Context: an optimization exercise on an open-source flow, tuned for small area, a short achievable clock period and few clock cycles per item. The choices shown serve that exercise and are no tape-out recipe.
No functional check of the RTL was part of this run.
Power and IR drop assume default switching activity.

<file path="flow/design.v">
package mipsPkg;
  typedef logic [31:0] word_t;      
  typedef logic [4:0]  regAddr_t;   
  typedef struct packed {
    regAddr_t dest;
    word_t    data;
  } wbResult_t;
endpackage
module registerFile (
  input  logic               Clk,
  input  logic               rstN,
  input  mipsPkg::regAddr_t  rs,
  input  mipsPkg::regAddr_t  rt,
  output mipsPkg::word_t     readData1,
  output mipsPkg::word_t     readData2,
  input  logic               wrEn,
  input  mipsPkg::regAddr_t  wrAddr,
  input  mipsPkg::word_t     wrData
);
  mipsPkg::word_t regs [1:31];
  logic [31:1]    written;
  always_comb begin
    readData1 = (rs != '0 && written[rs]) ? regs[rs] : 32'd0;
    readData2 = (rt != '0 && written[rt]) ? regs[rt] : 32'd0;
  end
  always_ff @(posedge Clk or negedge rstN) begin
    if (!rstN)
      written <= '0;
    else if (wrEn && wrAddr != '0)
      written[wrAddr] <= 1'b1;
  end
  always_ff @(posedge Clk) begin
    if (wrEn && wrAddr != '0)
      regs[wrAddr] <= wrData;
  end
endmodule
module decodeStage (
  input  logic               Clk,
  input  logic               rstN,
  input  logic               instrValid,
  input  mipsPkg::word_t     instr,
  output logic               instrCredit,
  output mipsPkg::regAddr_t  rs,
  output mipsPkg::regAddr_t  rt,
  input  mipsPkg::word_t     readData1,
  input  mipsPkg::word_t     readData2,
  input  mipsPkg::word_t     aluResult,
  input  logic               mWrites,
  input  mipsPkg::regAddr_t  mDest,
  input  mipsPkg::word_t     mResult,
  input  logic               wbValid,
  input  mipsPkg::wbResult_t wbResult,
  output logic               dxValid,
  output logic               dxWrites,    
  output logic               dxLoad,
  output logic               dxStore,
  output mipsPkg::regAddr_t  dxDest,
  output logic [5:0]         dxOp,        
  output logic [4:0]         dxShamt,
  output mipsPkg::word_t     dxA,         
  output mipsPkg::word_t     dxB,         
  output mipsPkg::word_t     dxS          
);
  localparam int qDepth = 4 - 1;   
  mipsPkg::word_t queueMem [qDepth];
  logic [1:0]     wrPtr;
  logic [1:0]     rdPtr;
  logic [1:0]     queueCount;
  logic           pop;
  mipsPkg::word_t dInstr;
  logic           dValid;
  logic           stall;
  logic           advance;
  function automatic logic [1:0] nextPtr(input logic [1:0] ptr);
    nextPtr = (ptr == 2'(qDepth - 1)) ? 2'd0 : ptr + 2'd1;
  endfunction
  assign pop = (queueCount != '0) && (!dValid || advance);
  always_ff @(posedge Clk or negedge rstN) begin
    if (!rstN) begin
      wrPtr      <= '0;
      rdPtr      <= '0;
      queueCount <= '0;
    end else begin
      if (instrValid)
        wrPtr <= nextPtr(wrPtr);
      if (pop)
        rdPtr <= nextPtr(rdPtr);
      queueCount <= queueCount + 2'(instrValid) - 2'(pop);
    end
  end
  always_ff @(posedge Clk) begin
    if (instrValid)
      queueMem[wrPtr] <= instr;
  end
  always_ff @(posedge Clk or negedge rstN) begin
    if (!rstN) begin
      dValid      <= 1'b0;
      instrCredit <= 1'b0;
    end else begin
      if (pop)
        dValid <= 1'b1;
      else if (advance)
        dValid <= 1'b0;
      instrCredit <= advance;
    end
  end
  always_ff @(posedge Clk) begin
    if (pop)
      dInstr <= queueMem[rdPtr];
  end
  logic [5:0]        opcode;
  logic [5:0]        funct;
  mipsPkg::regAddr_t rd;
  mipsPkg::regAddr_t dest;
  logic              regWrite;
  logic              useRs;
  logic              useRt;
  logic              aluSrcImm;
  logic              isLoad;
  logic              isStore;
  logic [5:0]        op;
  assign opcode = dInstr[31:26];
  assign rs     = dInstr[25:21];
  assign rt     = dInstr[20:16];
  assign rd     = dInstr[15:11];
  assign funct  = dInstr[5:0];
  always_comb begin
    dest      = rt;
    regWrite  = 1'b0;
    useRs     = 1'b0;
    useRt     = 1'b0;
    aluSrcImm = 1'b1;
    isLoad    = 1'b0;
    isStore   = 1'b0;
    op        = 6'b000001;   
    case (opcode)
      6'h00: begin
        dest      = rd;
        aluSrcImm = 1'b0;
        case (funct)
          6'h20: begin regWrite = 1'b1; useRs = 1'b1; useRt = 1'b1; op = 6'b000001; end
          6'h22: begin regWrite = 1'b1; useRs = 1'b1; useRt = 1'b1; op = 6'b000010; end
          6'h24: begin regWrite = 1'b1; useRs = 1'b1; useRt = 1'b1; op = 6'b000100; end
          6'h25:  begin regWrite = 1'b1; useRs = 1'b1; useRt = 1'b1; op = 6'b001000; end
          6'h2A: begin regWrite = 1'b1; useRs = 1'b1; useRt = 1'b1; op = 6'b010000; end
          6'h00: begin regWrite = 1'b1; useRt = 1'b1; op = 6'b100000; end
          default: ;
        endcase
      end
      6'h08: begin regWrite = 1'b1; useRs = 1'b1; end
      6'h23:   begin regWrite = 1'b1; useRs = 1'b1; isLoad = 1'b1; end
      6'h2B:   begin useRs = 1'b1; useRt = 1'b1; isStore = 1'b1; end
      default: ;
    endcase
  end
  assign stall   = dValid && dxWrites && dxLoad &&
                   ((useRs && dxDest == rs) || (useRt && dxDest == rt));
  assign advance = dValid && !stall;
  function automatic mipsPkg::word_t operand(input mipsPkg::regAddr_t src,
                                             input mipsPkg::word_t regValue);
    if (dxWrites && !dxLoad && dxDest == src)
      operand = aluResult;
    else if (mWrites && mDest == src)
      operand = mResult;
    else if (wbValid && wbResult.dest == src)
      operand = wbResult.data;
    else
      operand = regValue;
  endfunction
  mipsPkg::word_t rsVal;
  mipsPkg::word_t rtVal;
  assign rsVal = operand(rs, readData1);
  assign rtVal = operand(rt, readData2);
  always_ff @(posedge Clk or negedge rstN) begin
    if (!rstN) begin
      dxValid  <= 1'b0;
      dxWrites <= 1'b0;
      dxLoad   <= 1'b0;
      dxStore  <= 1'b0;
    end else begin
      dxValid  <= advance;
      dxWrites <= advance && regWrite && dest != '0;
      dxLoad   <= advance && isLoad;
      dxStore  <= advance && isStore;
    end
  end
  always_ff @(posedge Clk) begin
    dxDest  <= dest;
    dxOp    <= op;
    dxShamt <= dInstr[10:6];
    dxA     <= rsVal;
    dxB     <= aluSrcImm ? {{16{dInstr[15]}}, dInstr[15:0]} : rtVal;
    dxS     <= rtVal;
  end
endmodule
module executeStage (
  input  logic               Clk,
  input  logic               rstN,
  input  logic               dxWrites,
  input  logic               dxLoad,
  input  logic               dxStore,
  input  mipsPkg::regAddr_t  dxDest,
  input  logic [5:0]         dxOp,
  input  logic [4:0]         dxShamt,
  input  mipsPkg::word_t     dxA,
  input  mipsPkg::word_t     dxB,
  input  mipsPkg::word_t     dxS,
  output mipsPkg::word_t     aluResult,
  output logic               xmWrites,
  output logic               xmLoad,
  output logic               xmStore,
  output mipsPkg::regAddr_t  xmDest,
  output mipsPkg::word_t     xmAlu,       
  output logic [64-1:0] xmWordSel,   
  output mipsPkg::word_t     xmStoreData
);
  localparam int idxW = $clog2(64);
  mipsPkg::word_t sum;
  mipsPkg::word_t diff;
  logic           lt;
  logic [64-1:0] wordSel;
  assign sum  = dxA + dxB;
  assign diff = dxA - dxB;
  assign lt   = (dxA[31] ^ dxB[31]) ? dxA[31] : diff[31];
  always_comb begin
    aluResult = ({32{dxOp[0]}} & sum)
              | ({32{dxOp[1]}} & diff)
              | ({32{dxOp[2]}} & (dxA & dxB))
              | ({32{dxOp[3]}} & (dxA | dxB))
              | ({32{dxOp[4]}} & {31'd0, lt})
              | ({32{dxOp[5]}} & (dxB << dxShamt));
  end
  always_comb begin
    for (int i = 0; i < 64; i++)
      wordSel[i] = (sum[idxW+1:2] == idxW'(i));
  end
  always_ff @(posedge Clk or negedge rstN) begin
    if (!rstN) begin
      xmWrites <= 1'b0;
      xmLoad   <= 1'b0;
      xmStore  <= 1'b0;
    end else begin
      xmWrites <= dxWrites;
      xmLoad   <= dxLoad;
      xmStore  <= dxStore;
    end
  end
  always_ff @(posedge Clk) begin
    xmDest      <= dxDest;
    xmAlu       <= aluResult;
    xmWordSel   <= wordSel;
    xmStoreData <= dxS;
  end
endmodule
module resultStage (
  input  logic               Clk,
  input  logic               rstN,
  input  logic               xmWrites,
  input  logic               xmLoad,
  input  logic               xmStore,
  input  mipsPkg::regAddr_t  xmDest,
  input  mipsPkg::word_t     xmAlu,
  input  logic [64-1:0] xmWordSel,
  input  mipsPkg::word_t     xmStoreData,
  output mipsPkg::word_t     mResult,
  output logic               wbValid,
  output mipsPkg::wbResult_t wbResult
);
  mipsPkg::word_t              dataMem [64];
  logic [64-1:0] written;
  mipsPkg::word_t              loadData;
  always_comb begin
    loadData = '0;
    for (int i = 0; i < 64; i++)
      loadData = loadData | ({32{xmWordSel[i] & written[i]}} & dataMem[i]);
  end
  assign mResult = xmLoad ? loadData : xmAlu;
  always_ff @(posedge Clk or negedge rstN) begin
    if (!rstN)
      written <= '0;
    else if (xmStore)
      written <= written | xmWordSel;
  end
  always_ff @(posedge Clk) begin
    for (int i = 0; i < 64; i++)
      if (xmStore && xmWordSel[i])
        dataMem[i] <= xmStoreData;
  end
  always_ff @(posedge Clk or negedge rstN) begin
    if (!rstN) begin
      wbValid  <= 1'b0;
      wbResult <= '0;
    end else begin
      wbValid  <= xmWrites;
      wbResult <= {xmDest, mResult};
    end
  end
endmodule
module pipelineTop (
  input  logic               Clk,
  input  logic               rstN,
  input  logic               instrValid,
  input  logic [31:0]        instr,
  output logic               instrCredit,
  output logic               wbValid,
  output logic [36:0]        wbResult    
);
  mipsPkg::regAddr_t rs;
  mipsPkg::regAddr_t rt;
  mipsPkg::word_t    readData1;
  mipsPkg::word_t    readData2;
  logic              dxValid, dxWrites, dxLoad, dxStore;
  mipsPkg::regAddr_t dxDest;
  logic [5:0]        dxOp;
  logic [4:0]        dxShamt;
  mipsPkg::word_t    dxA, dxB, dxS;
  mipsPkg::word_t    aluResult;
  logic              xmWrites, xmLoad, xmStore;
  mipsPkg::regAddr_t xmDest;
  mipsPkg::word_t    xmAlu;
  logic [64-1:0] xmWordSel;
  mipsPkg::word_t    xmStoreData;
  mipsPkg::word_t    mResult;
  mipsPkg::wbResult_t wb;
  assign wbResult = wb;
  decodeStage u_decode (
    .Clk(Clk), .rstN(rstN),
    .instrValid(instrValid), .instr(instr), .instrCredit(instrCredit),
    .rs(rs), .rt(rt), .readData1(readData1), .readData2(readData2),
    .aluResult(aluResult),
    .mWrites(xmWrites), .mDest(xmDest), .mResult(mResult),
    .wbValid(wbValid), .wbResult(wb),
    .dxValid(dxValid), .dxWrites(dxWrites), .dxLoad(dxLoad), .dxStore(dxStore),
    .dxDest(dxDest), .dxOp(dxOp), .dxShamt(dxShamt),
    .dxA(dxA), .dxB(dxB), .dxS(dxS)
  );
  registerFile u_regFile (
    .Clk(Clk), .rstN(rstN),
    .rs(rs), .rt(rt), .readData1(readData1), .readData2(readData2),
    .wrEn(wbValid), .wrAddr(wb.dest), .wrData(wb.data)
  );
  executeStage u_execute (
    .Clk(Clk), .rstN(rstN),
    .dxWrites(dxWrites), .dxLoad(dxLoad), .dxStore(dxStore), .dxDest(dxDest),
    .dxOp(dxOp), .dxShamt(dxShamt), .dxA(dxA), .dxB(dxB), .dxS(dxS),
    .aluResult(aluResult),
    .xmWrites(xmWrites), .xmLoad(xmLoad), .xmStore(xmStore), .xmDest(xmDest),
    .xmAlu(xmAlu), .xmWordSel(xmWordSel), .xmStoreData(xmStoreData)
  );
  resultStage u_result (
    .Clk(Clk), .rstN(rstN),
    .xmWrites(xmWrites), .xmLoad(xmLoad), .xmStore(xmStore), .xmDest(xmDest),
    .xmAlu(xmAlu), .xmWordSel(xmWordSel), .xmStoreData(xmStoreData),
    .mResult(mResult),
    .wbValid(wbValid), .wbResult(wb)
  );
endmodule
</file>
<file path="flow/run.sh">
#!/bin/bash
# synth_recipe.tcl (not shown) runs the flow's synth.tcl, then flattens the netlist and writes it again
# the make line also repeats each setting of config.mk as NAME=value (left out here)
make -C /OpenROAD-flow-scripts/flow DESIGN_CONFIG=/design/flow/config.mk WORK_HOME=/design/flow/orfs CLKGATE_MAP_FILE= SYNTH_SCRIPT=/design/flow/synth_recipe.tcl finish
</file>
<file path="flow/config.mk">
export PLATFORM = sky130hd
export DESIGN_NAME = pipelineTop
export DESIGN_NICKNAME = pipelineTop
export VERILOG_FILES = /design/flow/design.v
export SDC_FILE = /design/flow/constraint.sdc
export NUM_CORES = 4
export LEC_CHECK = 0
export ABC_CLOCK_PERIOD_IN_PS = 2500
export CAP_MARGIN = 20
export CORE_MARGIN = 2
export CORE_UTILIZATION = 50
export PLACE_DENSITY = 0.65
export SETUP_SLACK_MARGIN = 4.0
export SLEW_MARGIN = 20
export TNS_END_PERCENT = 10
</file>
<file path="flow/constraint.sdc">
create_clock -name core_clock -period 7.0 [get_ports {Clk}]
set_input_delay 1.4000 -clock core_clock [delete_from_list [all_inputs] [get_ports {Clk}]]
set_output_delay 1.4000 -clock core_clock [all_outputs]
set_load 0.01 [all_outputs]
</file>
==> results.txt <==
CTS:
- The post-cts hold buffer count is 0.
- The longest clock path from root to sink contains 4 buffers.
- TritonCTS built the clock tree.
- The tree is rooted in a sky130_fd_sc_hd__clkbuf_16.
- For this design, the sink count on the clock tree is 3560.
- Clock tree synthesis inserted a total of 358 buffers.
- The deepest level of the CTS H-tree is 5.
- The clock slew at the register clock pins of the worst setup and hold paths is 0.06 ns.
- The clock insertion delay at the later pin of the skew report is 0.95 ns.

STA:
- The number of failing setup endpoints in the final timing report is 0.
- Setup repair after global routing could not meet its margin everywhere.
- For the pin with the worst max-slew slack, the measured transition is 1.29 ns.
- The final critical-path share of the clock period is 56.7%.
- In this run the tightest slew margin relative to its limit is 14.0%.
- The clock skew is 0.0747 ns.
- The tightest hold margin is 0.282 ns.
- The smallest clock period supported by the final layout is computed as 3.97 ns.
- The setup total negative slack is 0 ns.
- Timing would allow up to 252 MHz.
- The number of hold violations in the final report is 0.
- The number of max-slew violations in the final report is 0.

Yosys:
- The post-synthesis cell type count is 85.
- The most used flip-flop cell after synthesis is sky130_fd_sc_hd__edfxtp_1.
- The gate count of the mapped netlist is 8310.
- The part of the Yosys area used for sequential elements is 71.9%.
- The synthesized design contains 3168 enable-type register cells.
- Yosys printed 5 warnings.
- The net count of the mapped netlist is 8459.
- The share of flip-flops with an asynchronous set or reset is 4.13%.
- The flip-flop and latch count after synthesis is 3560.
- By area the synthesized netlist is led by sky130_fd_sc_hd__edfxtp_1 (66%), sky130_fd_sc_hd__mux4_2 (9.6%), sky130_fd_sc_hd__dfxtp_1 (3.4%), sky130_fd_sc_hd__a22oi_1 (3.1%), sky130_fd_sc_hd__dfrtp_1 (2.6%).
- The cell taking the most area after synthesis is sky130_fd_sc_hd__edfxtp_1.
- The fraction of post-synthesis cell area in the top cell type by area is 66.0%.
- Averaged over all synthesized cells, the footprint is 17.3 um2.
- The synthesized netlist occupies a cell area of 0.144 mm2.

Cells and area:
- The most common cell after layout, fill and taps aside is sky130_fd_sc_hd__edfxtp_1.
- Compared with the post-synthesis result, the final layout area differs by 19.2%.
- The post-route netlist has 28.6% of its cells at a drive strength greater than 1.
- After filler insertion, the fill cell instance count of the layout stands at 20600.
- In the layout the commonest cells are sky130_fd_sc_hd__edfxtp_1 (3168), sky130_fd_sc_hd__mux4_2 (615), sky130_fd_sc_hd__a22oi_1 (590), sky130_fd_sc_hd__buf_4 (527), sky130_fd_sc_hd__clkbuf_16 (411).
- After the flow finishes, the layout carries non-filler instances totaling 13100.
- For this run, the post-layout net count is 9157.

Routing:
- The routed layout has 95800 vias.
- For this run, design rule violations remaining after detail routing come to 0.
- In the final routed layout, each cell accounts on average for 44.2 um.
- The aggregate routed wire length is 580000 um.
- The number of nets with antenna violations after detailed routing is 0.
- After the first detailed-routing iteration, the DRC count stood at 19500.
- The length of the first detailed-routing pass in iterations is 14.
- The routed via count divided by cell count is 7.31.

Floorplanning:
- The die outline area is 0.293 mm2.
- The placeable core area is 0.287 mm2.
- 74 I/O pins were placed.
- The floorplan step set the die width to 541 um.
- The number of rows in the core area is 197.
- The initial utilization of the core area, before any placement, comes to 50.2%.
- From bottom edge to top edge, the die measures 541 um.

Global routing:
- The global router's overall resource usage is 38.2%.
- Entering global routing, the biggest net connects 127 pins.
- The number of global-route vias before repair was 89800.
- The first global-routing pass estimated 760000 um of wire.
- The number of antenna violations at the first check in global routing is 31.
- The remaining global-route overflow is 0.

Setup path:
- For the worst setup path, the data required time is 7.78 ns.
- The cell occurring most often along the worst timing path is sky130_fd_sc_hd__o21a_1.
- The data arrival time of the worst path is 4.74 ns.
- Among all stages on the critical path, the largest delay is contributed by sky130_fd_sc_hd__fa_1.
- The buffer and inverter count on the worst path is 2.
- Walking the worst path, the cells encountered are inv_4 -> ha_4 -> o21ba_4 -> nor4_4 -> o21a_1 -> o21a_4 -> o211a_1 -> o211ai_1 -> a21oi_1 -> nor2_1 -> o21ba_2 -> fa_1 -> o22ai_1 -> a221oi_1 -> o2111a_1 -> inv_2 -> a22o_1 -> o21a_1.
- The dominant delay contributor by cell family on the critical path is compound AO/OA/AOI/OAI gates.
- The launching element type of the critical path is a flop.
- The worst-path maximum fanout is 4.
- The kind of end point of the critical path is a flop.
- On the worst path, the slowest cell contributes a delay of 0.48 ns.
- The critical path is of the reg2reg type.

Placement:
- The HPWL after detailed placement is 312000 um.
- Input and output buffers added on the ports amount to 73.
- The total instance count after detailed placement is 12000.
- Routability-driven placement finished with a final weighted congestion of 0.948.

Hold path:
- The worst hold path class is reg2reg.

Power and ir drop:
- Across the VDD grid, the largest voltage drop is 0.374 mV.
- Combinational logic is responsible for 34.2% of the overall power.
- Power spread over the standard cell area amounts to 419 mW/mm2.
- The cell leakage power is 0.0577 uW.
- The portion of total power attributed to sequential cells is 39.1%.
- Summed over all nets, the switching power comes to 24100 uW.
- Net switching is 33.4% of the power.
- Cell internal power was estimated by the tool at 48000 uW.
- Per report_power, the clock group accounts for 26.7% of the total.

Run status:
- The run finished with no timing, DRC or antenna violations.

Job:
- Max-cap violations in this run came to 0.
-- final cells by class --
class                   count  area (um2)  area share [%]
inverters                 161         633           0.369
flip-flops and latches   3560      104000            60.5
well taps                3781        4730            2.75
clock buffers             471        9790            5.70
clock inverters           181        1750            1.02
diodes                     26        65.1          0.0379
repair buffers            863       10200            5.95
multi-input cells        4064       40600            23.7
-- synthesized netlist by cell type, types with 11 or more instances --
master	instances
sky130_fd_sc_hd__edfxtp_1	3168
sky130_fd_sc_hd__mux4_2	615
sky130_fd_sc_hd__a22oi_1	597
sky130_fd_sc_hd__clkbuf_1	331
sky130_fd_sc_hd__a21oi_1	283
sky130_fd_sc_hd__nor2_1	266
sky130_fd_sc_hd__dfxtp_1	245
sky130_fd_sc_hd__nand2_1	245
sky130_fd_sc_hd__a22o_1	217
sky130_fd_sc_hd__mux2i_1	205
sky130_fd_sc_hd__nand4_1	198
sky130_fd_sc_hd__a221oi_1	183
sky130_fd_sc_hd__o21ai_0	173
sky130_fd_sc_hd__inv_1	160
sky130_fd_sc_hd__dfrtp_1	147
sky130_fd_sc_hd__and2_1	126
sky130_fd_sc_hd__nand3_1	119
sky130_fd_sc_hd__buf_1	111
sky130_fd_sc_hd__ha_1	111
sky130_fd_sc_hd__buf_2	71
sky130_fd_sc_hd__or2_2	70
sky130_fd_sc_hd__nor3_1	55
sky130_fd_sc_hd__mux2_2	41
sky130_fd_sc_hd__xnor2_1	40
sky130_fd_sc_hd__nor4_1	36
sky130_fd_sc_hd__a21o_1	35
sky130_fd_sc_hd__o21bai_1	34
sky130_fd_sc_hd__xor2_1	33
sky130_fd_sc_hd__and3_1	26
sky130_fd_sc_hd__a31oi_1	23
sky130_fd_sc_hd__a211oi_1	22
sky130_fd_sc_hd__o221ai_1	21
sky130_fd_sc_hd__or4_1	20
sky130_fd_sc_hd__nand2b_1	17
sky130_fd_sc_hd__a222oi_1	15
sky130_fd_sc_hd__o211ai_1	14
sky130_fd_sc_hd__o31ai_1	14
sky130_fd_sc_hd__a2111oi_0	13
sky130_fd_sc_hd__nand3b_1	13
sky130_fd_sc_hd__and2_0	12
sky130_fd_sc_hd__o21a_1	11
sky130_fd_sc_hd__o2bb2ai_1	11
sky130_fd_sc_hd__o32ai_1	11
-- state kept, by name, indices dropped and copies added (netlist names), 31 cells and up --
signal                 cells
u_result.dataMem        2048
u_execute.xmStoreData     32
u_decode.dxB              32
u_decode.dxA              32
u_regFile.written         31
u_regFile.regs           992
u_decode.dxS              32
u_decode.dInstr           32
u_decode.queueMem         96
u_result.wbResult         37
u_execute.xmWordSel       64
u_execute.xmAlu           32
u_result.written          64
-- worst paths after layout --
path	start	end	depth (start not counted)	slack [ns]
worst max-delay path	u_decode.dxA[1]$_DFF_P_	u_decode.dxB[31]$_DFF_P_	18	3.03
worst min-delay path	u_decode.dxS[4]$_DFF_P_	u_execute.xmStoreData[4]$_DFF_P_	0	0.28
worst max register to register	u_decode.dxA[1]$_DFF_P_	u_decode.dxB[31]$_DFF_P_	18	3.03
worst min register to register	u_decode.dxS[4]$_DFF_P_	u_execute.xmStoreData[4]$_DFF_P_	0	0.28
max in group asynchronous	rstN	u_result.wbResult[0]$_DFF_PN0_	2	5.33
min in group asynchronous	rstN	u_result.wbResult[10]$_DFF_PN0_	1	0.39
-- repair_timing --
action | 4_1_cts | 5_1_grt
gates cloned | 39 | 42
resized for setup | 655 | 448
endpoints found under the hold margin | 0 | 0
pin swaps | 130 | 40
setup buffers | 186 | 193
endpoints found under the setup margin | 983 | 973
-- cells by family (layout without fill, tap and decap cells) --
family | Yosys count | in the layout | share of synthesized area [%]
AOI/OAI and AO/OA | 1761 | 1761 | 8.87
xor gates and xnor gates | 73 | 73 | 0.444
adders and majority gates | 114 | 114 | 1.01
buffers and inverters | 690 | 1676 | 1.92
DFF | 3560 | 3560 | 71.9
muxes | 861 | 861 | 11.4
other | 0 | 26 | 0
and+or+nand+nor | 1251 | 1255 | 4.47
-- per-layer routing --
layer | share of wire, % | wire length (um) | GRT usage (%)
met1 | 32 | 188000 | 47.0
met2 | 44 | 256000 | 57.5
met3 | 15 | 88500 | 13.0
met4 | 8.2 | 47700 | 25.4
met5 | 0.037 | 215 | 0.115
-- through the flow --
stage | power [uW] | worst slack, ns | cell area [um2] | utilization [%]
final | 72100 | 3.03 | 172000 | 59.8
after floorplan | 39100 | 3.19 | 144000 | -
after CTS | 68600 | 3.06 | 168000 | 58.4
after global placement | 46000 | 2.36 | 151000 | 52.5
after global routing | 73600 | 2.91 | 172000 | 59.8
after detailed placement | 46200 | 2.30 | 151000 | 52.5
-- power by group through the flow --
stage	Sequential [uW]	Combinational, uW	Clock (uW)
after floorplan	27900	11300	0
after global placement	28400	17600	0
after detailed placement	28500	17800	0
after CTS	28000	21400	19200
after global routing	28200	25400	20000
final	28200	24600	19300

what the ideal ports hide:
The flow's constraints put no driver on any port. The routed layout listed below was extracted and timed again, unchanged, in two steps. Step 1, drivers: a clkbuf_16 drives Clk and a buf_2 each remaining input, both assumed. Step 2 times the ports against the registers' clock, not the clock port: input delays grow and output delays shrink by t, the midpoint of the rising clock arrivals with the driver on. Three values: ideal ports, drivers, drivers and shift; two values: the first two.
t (ns): 1.010
slack for setup (ns): 3.034 / 3.034 / 3.034
worst setup path at the end: register to register
After both steps this run still meets setup and hold. The setup slack of this run moves by 0.000 ns with the drivers and by 0.000 ns with both steps.
